This is an optimization exercise on Yosys and OpenROAD, whose aim is a short achievable clock period and few clock cycles, not a production implementation. Function was checked by simulation only, so behaviour that the tests miss may differ from the original. No activity file was given, so power comes from the tool's default toggle rates.

==> 12-06: inputs <==
==> flow/design.v <==
module dataCache
(
	input logic clock,
	input logic reset,
	input logic [32-1:0] address,
	input logic [32-1:0] writeData,
	input logic accessEnable,
	input logic byteAccess,
	input logic read,
	output logic [32-1:0] readData,
	output logic cacheWait,
	output logic [32-1:0] memAddress,
	output logic [32-1:0] memWriteData,
	output logic memEnable,
	output logic memRead,
	input logic [32-1:0] memReadData,
	input logic memWait
);
	localparam int TW = (32 - ((($clog2((32 / 8))) + $clog2(4)) + $clog2(4)));
	logic [TW-1:0] tagQ [4][4];       
	logic [3:0] validQ [4];
	logic [3:0] dirtyQ [4];
	logic [1:0] lastFillQ [4];
	logic [31:0] dataQ [4][4][4];     
	logic [31:0] aQ;
	logic [3:0] aSetOH;               
	logic [31:0] wdQ;                 
	logic [3:0] maskQ;
	logic byteQ;
	logic readQ;
	logic pendQ;
	logic [3:0] pendWayQ;             
	logic busyQ;
	logic wbQ;                        
	logic firstQ;                     
	logic [1:0] wcQ;                  
	logic [1:0] missWayQ;
	logic [3:0] missOHQ;              
	logic [1:0] aSet;
	logic [1:0] aWord;
	logic [TW-1:0] aTag;
	assign aSet = aQ[5:4];
	assign aWord = aQ[3:2];
	assign aTag = aQ[31:6];
	logic [1:0] victimOf [4];
	logic [3:0] wbNeed;
	logic [TW-1:0] vicTag [4];
	always_comb
	begin
		for (int s = 0; s < 4; s++)
		begin
			victimOf[s] = lastFillQ[s] + 2'd1;
			for (int w = 3; w >= 0; w--)
				if (!validQ[s][w])
					victimOf[s] = 2'(w);
			wbNeed[s] = validQ[s][victimOf[s]] && (dirtyQ[s][victimOf[s]]
				|| (pendQ && aSet == 2'(s) && pendWayQ[victimOf[s]]));
			vicTag[s] = tagQ[s][victimOf[s]];
		end
	end
	logic [1:0] iSet;
	logic [1:0] iWord;
	logic [1:0] iLane;
	logic [TW-1:0] iTag;
	assign iSet = address[5:4];
	assign iWord = address[3:2];
	assign iLane = address[1:0];
	assign iTag = address[31:6];
	logic [3:0] match [4];
	logic [3:0] hitv;
	logic hit;
	logic conflict;
	always_comb
	begin
		for (int s = 0; s < 4; s++)
			for (int w = 0; w < 4; w++)
				match[s][w] = validQ[s][w] && !busyQ && tagQ[s][w] == iTag;
		hitv = match[iSet];
		hit = |hitv;
		conflict = pendQ && read && address[5:2] == aQ[5:2];
	end
	logic [1:0] rdWord;
	logic [31:0] setLine [4][4];      
	logic [31:0] wayRaw [4];
	assign rdWord = busyQ ? wcQ : iWord;
	logic [1:0] laneSel [4];
	logic [31:0] wayHit [4];
	always_comb
	begin
		for (int j = 0; j < 4; j++)
			laneSel[j] = byteAccess ? iLane : 2'(j);
		for (int w = 0; w < 4; w++)
		begin
			for (int k = 0; k < 4; k++)
				setLine[w][k] = dataQ[iSet][w][k];
			wayRaw[w] = setLine[w][rdWord];
			for (int j = 0; j < 4; j++)
				wayHit[w][j*8 +: 8] = hitv[w] ? wayRaw[w][laneSel[j]*8 +: 8] : 8'h00;
		end
	end
	logic [31:0] rdHalfQ [2];
	assign readData = rdHalfQ[0] | rdHalfQ[1];
	logic [31:0] capData;
	always_comb
	begin
		capData = '0;
		if (busyQ)
		begin
			capData = rdHalfQ[0];
			if (!wbQ && wcQ == aWord)
				capData = byteQ ? {4{memReadData[aQ[1:0]*8 +: 8]}} : memReadData;
		end
	end
	always_ff @(posedge clock)
	begin
		rdHalfQ[0] <= wayHit[0] | wayHit[1] | capData;
		rdHalfQ[1] <= wayHit[2] | wayHit[3];
	end
	logic xfer;
	logic lastXfer;
	assign xfer = !memWait;
	assign lastXfer = xfer && wcQ == 2'd3;
	assign memEnable = busyQ;
	always_ff @(posedge clock or negedge reset)
	begin
		if (!reset)
		begin
			busyQ <= 1'b0;
			firstQ <= 1'b0;
			pendQ <= 1'b0;
			wbQ <= 1'b0;
			wcQ <= 2'd0;
		end
		else if (!busyQ)
		begin
			busyQ <= accessEnable && !hit;
			firstQ <= accessEnable && !hit;
			pendQ <= accessEnable && !read && hit;
			wbQ <= wbNeed[iSet];
			wcQ <= 2'd0;
		end
		else
		begin
			firstQ <= 1'b0;
			if (xfer)
			begin
				wcQ <= wcQ + 2'd1;
				if (wcQ == 2'd3)
				begin
					if (wbQ)
						wbQ <= 1'b0;
					else
						busyQ <= 1'b0;
				end
			end
		end
	end
	always_ff @(posedge clock)
	begin
		if (!busyQ)
			cacheWait <= !hit || conflict;
		else
			cacheWait <= !(lastXfer && !wbQ);
	end
	always_ff @(posedge clock)
	begin
		if (!busyQ)
		begin
			aQ <= address;
			aSetOH <= 4'b0001 << iSet;
			wdQ <= byteAccess ? {4{writeData[7:0]}} : writeData;
			maskQ <= byteAccess ? 4'b0001 << iLane : 4'b1111;
			byteQ <= byteAccess;
			readQ <= read;
			pendWayQ <= hitv;
			missWayQ <= victimOf[iSet];
			missOHQ <= 4'b0001 << victimOf[iSet];
			memRead <= !wbNeed[iSet];
			memAddress <= {wbNeed[iSet] ? vicTag[iSet] : iTag, iSet, 4'b0000};
		end
		else
		begin
			if (xfer)
			begin
				memAddress[3:2] <= wcQ + 2'd1;
				if (wbQ && wcQ == 2'd3)
				begin
					memRead <= 1'b1;
					memAddress[31:6] <= aTag;
				end
			end
		end
		memWriteData <= (missOHQ[0] ? wayRaw[0] : '0) | (missOHQ[1] ? wayRaw[1] : '0)
			| (missOHQ[2] ? wayRaw[2] : '0) | (missOHQ[3] ? wayRaw[3] : '0);
	end
	logic fillWr;
	logic [31:0] fillData;
	logic wrEn;
	logic [31:0] wrData;
	logic [3:0] wrMask;
	logic [1:0] wrWord;
	logic [3:0] wrWay;
	assign fillWr = busyQ && !wbQ;
	always_comb
	begin
		for (int b = 0; b < 4; b++)
			fillData[b*8 +: 8] = (!readQ && wcQ == aWord && maskQ[b]) ? wdQ[b*8 +: 8]
				: memReadData[b*8 +: 8];
		wrEn = fillWr || pendQ;
		wrData = fillWr ? fillData : wdQ;
		wrMask = fillWr ? 4'b1111 : maskQ;
		wrWord = fillWr ? wcQ : aWord;
		wrWay = fillWr ? missOHQ : pendWayQ;
	end
	logic [3:0] lineEn [4];           
	logic [3:0] laneEn [4];           
	always_comb
	begin
		for (int s = 0; s < 4; s++)
			for (int w = 0; w < 4; w++)
				lineEn[s][w] = wrEn && aSetOH[s] && wrWay[w];
		for (int k = 0; k < 4; k++)
			for (int b = 0; b < 4; b++)
				laneEn[k][b] = wrWord == 2'(k) && wrMask[b];
	end
	always_ff @(posedge clock)
	begin
		for (int s = 0; s < 4; s++)
			for (int w = 0; w < 4; w++)
				for (int k = 0; k < 4; k++)
					for (int b = 0; b < 4; b++)
						if (lineEn[s][w] && laneEn[k][b])
							dataQ[s][w][k][b*8 +: 8] <= wrData[b*8 +: 8];
	end
	always_ff @(posedge clock or negedge reset)
	begin
		if (!reset)
		begin
			for (int s = 0; s < 4; s++)
			begin
				validQ[s] <= '0;
				dirtyQ[s] <= '0;
				lastFillQ[s] <= '0;
			end
		end
		else
		begin
			if (firstQ)
			begin
				validQ[aSet][missWayQ] <= 1'b1;
				dirtyQ[aSet][missWayQ] <= !readQ;
				lastFillQ[aSet] <= missWayQ;
			end
			else if (pendQ)
			begin
				for (int w = 0; w < 4; w++)
					if (pendWayQ[w])
						dirtyQ[aSet][w] <= 1'b1;
			end
		end
	end
	always_ff @(posedge clock)
	begin
		if (firstQ)
			tagQ[aSet][missWayQ] <= aTag;
	end
endmodule
==> flow/flow/run.sh <==
#!/bin/bash
# The standard layout (standard.sh, all steps unchanged), run with two
# repair settings changed: the timing repair may resize a cell to any
# footprint (the platform's MATCH_CELL_FOOTPRINT is 1), and it aims for
# SETUP_SLACK_MARGIN ns of setup slack at the design's clock period.
# make's full output goes to flow_make.log here; ORFS keeps each step's log
# under orfs/logs/.
set -euo pipefail
cd "$(dirname "${BASH_SOURCE[0]}")/.."
MARGIN=$(cat flow/margin.txt)
sed -E -e 's/ SETUP_SLACK_MARGIN=[^ ]+//g' \
	-e "s/CLKGATE_MAP_FILE= /CLKGATE_MAP_FILE= SETUP_SLACK_MARGIN=${MARGIN} MATCH_CELL_FOOTPRINT=0 /" \
	standard.sh > standard_tuned.sh
grep -q "MATCH_CELL_FOOTPRINT=0" standard_tuned.sh
bash standard_tuned.sh > flow_make.log 2>&1
==> flow/flow/margin.txt <==
6.8
==> flow/standard.sh <==
#!/bin/bash
# synth_recipe.tcl (not shown) runs the flow's synth.tcl, then flattens the netlist and writes it again
# the make line also repeats each setting of config.mk as NAME=value (left out here)
make -C /OpenROAD-flow-scripts/flow DESIGN_CONFIG=/design/flow/config.mk WORK_HOME=/design/flow/orfs CLKGATE_MAP_FILE= SYNTH_SCRIPT=/design/flow/synth_recipe.tcl "${@:-finish}"
==> flow/config.mk <==
export PLATFORM = sky130hd
export DESIGN_NAME = dataCache
export DESIGN_NICKNAME = dataCache
export VERILOG_FILES = /design/flow/design.v
export SDC_FILE = /design/flow/constraint.sdc
export NUM_CORES = 4
export LEC_CHECK = 0
export ABC_CLOCK_PERIOD_IN_PS = 2000
export CAP_MARGIN = 20
export CORE_MARGIN = 2
export CORE_UTILIZATION = 55
export SLEW_MARGIN = 20
==> flow/constraint.sdc <==
create_clock -name core_clock -period 10.5 [get_ports {clock}]
set_input_delay 2.1000 -clock core_clock [delete_from_list [all_inputs] [get_ports {clock}]]
set_output_delay 2.1000 -clock core_clock [all_outputs]
set_load 0.01 [all_outputs]
==> 02-27: changes against 12-06 <==
--- a/flow/design.v
+++ b/flow/design.v
@@ -100,4 +100,2 @@
 	end
-	logic [31:0] rdHalfQ [2];
-	assign readData = rdHalfQ[0] | rdHalfQ[1];
 	logic [31:0] capData;
@@ -108,3 +106,3 @@
 		begin
-			capData = rdHalfQ[0];
+			capData = readData;
 			if (!wbQ && wcQ == aWord)
@@ -114,6 +112,3 @@
 	always_ff @(posedge clock)
-	begin
-		rdHalfQ[0] <= wayHit[0] | wayHit[1] | capData;
-		rdHalfQ[1] <= wayHit[2] | wayHit[3];
-	end
+		readData <= wayHit[0] | wayHit[1] | wayHit[2] | wayHit[3] | capData;
 	logic xfer;
--- a/flow/config.mk
+++ b/flow/config.mk
@@ -10,3 +10,3 @@
 export CORE_MARGIN = 2
-export CORE_UTILIZATION = 55
+export CORE_UTILIZATION = 65
 export SLEW_MARGIN = 20
==> summary of the runs <==
In 12-06 the global-route usage is lower than in 02-27, by 7.6 points.
In 12-06 the setup slack is higher than in 02-27, by 290 ps.
Of 02-27 and 12-06, 02-27 has the higher combinational power (gap about 8%, measured against 12-06).
Against 12-06, the final cell count of 02-27 is smaller by 5.7%.
Between 12-06 and 02-27, the lower total power is in 12-06 (gap 2.3%, measured against 02-27).
Hold slack: 02-27 is lower than 12-06 (20 ps).
Of 02-27 and 12-06, 02-27 has the higher first-iteration DRC count (gap about 40%, measured against 12-06).
Against 12-06, the area after synthesis of 02-27 is lower by 1.1%.
Clock-buffer cell count: 12-06 is higher than 02-27 (16).
Between 12-06 and 02-27, the lower sequential share of layout area is in 02-27 (gap 0.30 points).
Against 02-27, the fmax of 12-06 is larger by about 7.5%.
==> figures <==
metric	12-06	02-27
Total detailed-routing wirelength	396,000 um	425,000 um
Synth Area in Compound Gates	4.61%	5.02%
Power consumed by combinational cells	11,500 uW	12,400 uW
Post-synth cell types	71	77
CTS resizes	881	815
Startpoint of the lowest-slack register-to-register path	validQ[3][3]$_DFFE_PN0P_	missOHQ[3]$_SDFFCE_PN0N_
Standard cell core area	209,000 um2	174,000 um2
Layout overhead on the synthesized area	20.1%	21.1%
TritonCTS Buffers	300	284
Number of storage elements in the synthesis netlist	2,720	2,688
Crit path depth	12	5
Routed length on met2	185,000 um	191,000 um
Mux cell area share after synthesis	14.7%	14.9%
Result of the run	complete, no violations	complete, no violations
Ant. Diodes	6	15
DIE HEIGHT	463 um	423 um
Internal power	23,900 uW	23,900 uW
Clock skew	81.7 ps	55.3 ps
Critical Path Start Type	primary input	flop
Met2 usage	55.7%	65.6%
Sequential share of the synthesized area	69.6%	69.8%
Number of optimization iterations in the first detailed-route pass	6	9
Share of synthesized cell area in full adder, half adder and majority cells	0.0866%	0.0876%
Testbench counts of 12-06, summed over its fixed seeds: cycles 55,934.
Testbench counts of 02-27, summed over its fixed seeds: cycles 55,934.

-- re-timing with driven ports --
In the flow no input, the clock included, has a driving cell. The finished layouts below were timed again as built, in two steps. Step 1 (the two cells are an assumption about what drives the block):
set clk [get_ports {clock}]
set_driving_cell -lib_cell sky130_fd_sc_hd__clkbuf_16 $clk
set_driving_cell -lib_cell sky130_fd_sc_hd__buf_2 [delete_from_list [all_inputs] $clk]
Step 2 also shifts input and output timing later by t, the mid clock arrival at the registers, as if the neighbouring blocks saw the same clock. Slacks: ideal ports / drivers / drivers and shift; pairs: ideal ports / drivers.
run	t, ns	slack for setup (ns)	worst setup path at the end	latest minus earliest clock arrival (ns)	worst data-port slew with drivers (ns)
12-06	1.036	6.636 / 6.323 / 5.287	input to register	0.082 / 0.082	0.57
02-27	1.044	6.348 / 6.199 / 5.155	input to register	0.056 / 0.055	0.45
After both steps every run listed still meets setup and hold. For 12-06, which loses most, drivers alone change the setup slack by -0.313 ns; drivers and shift together by -1.349 ns.
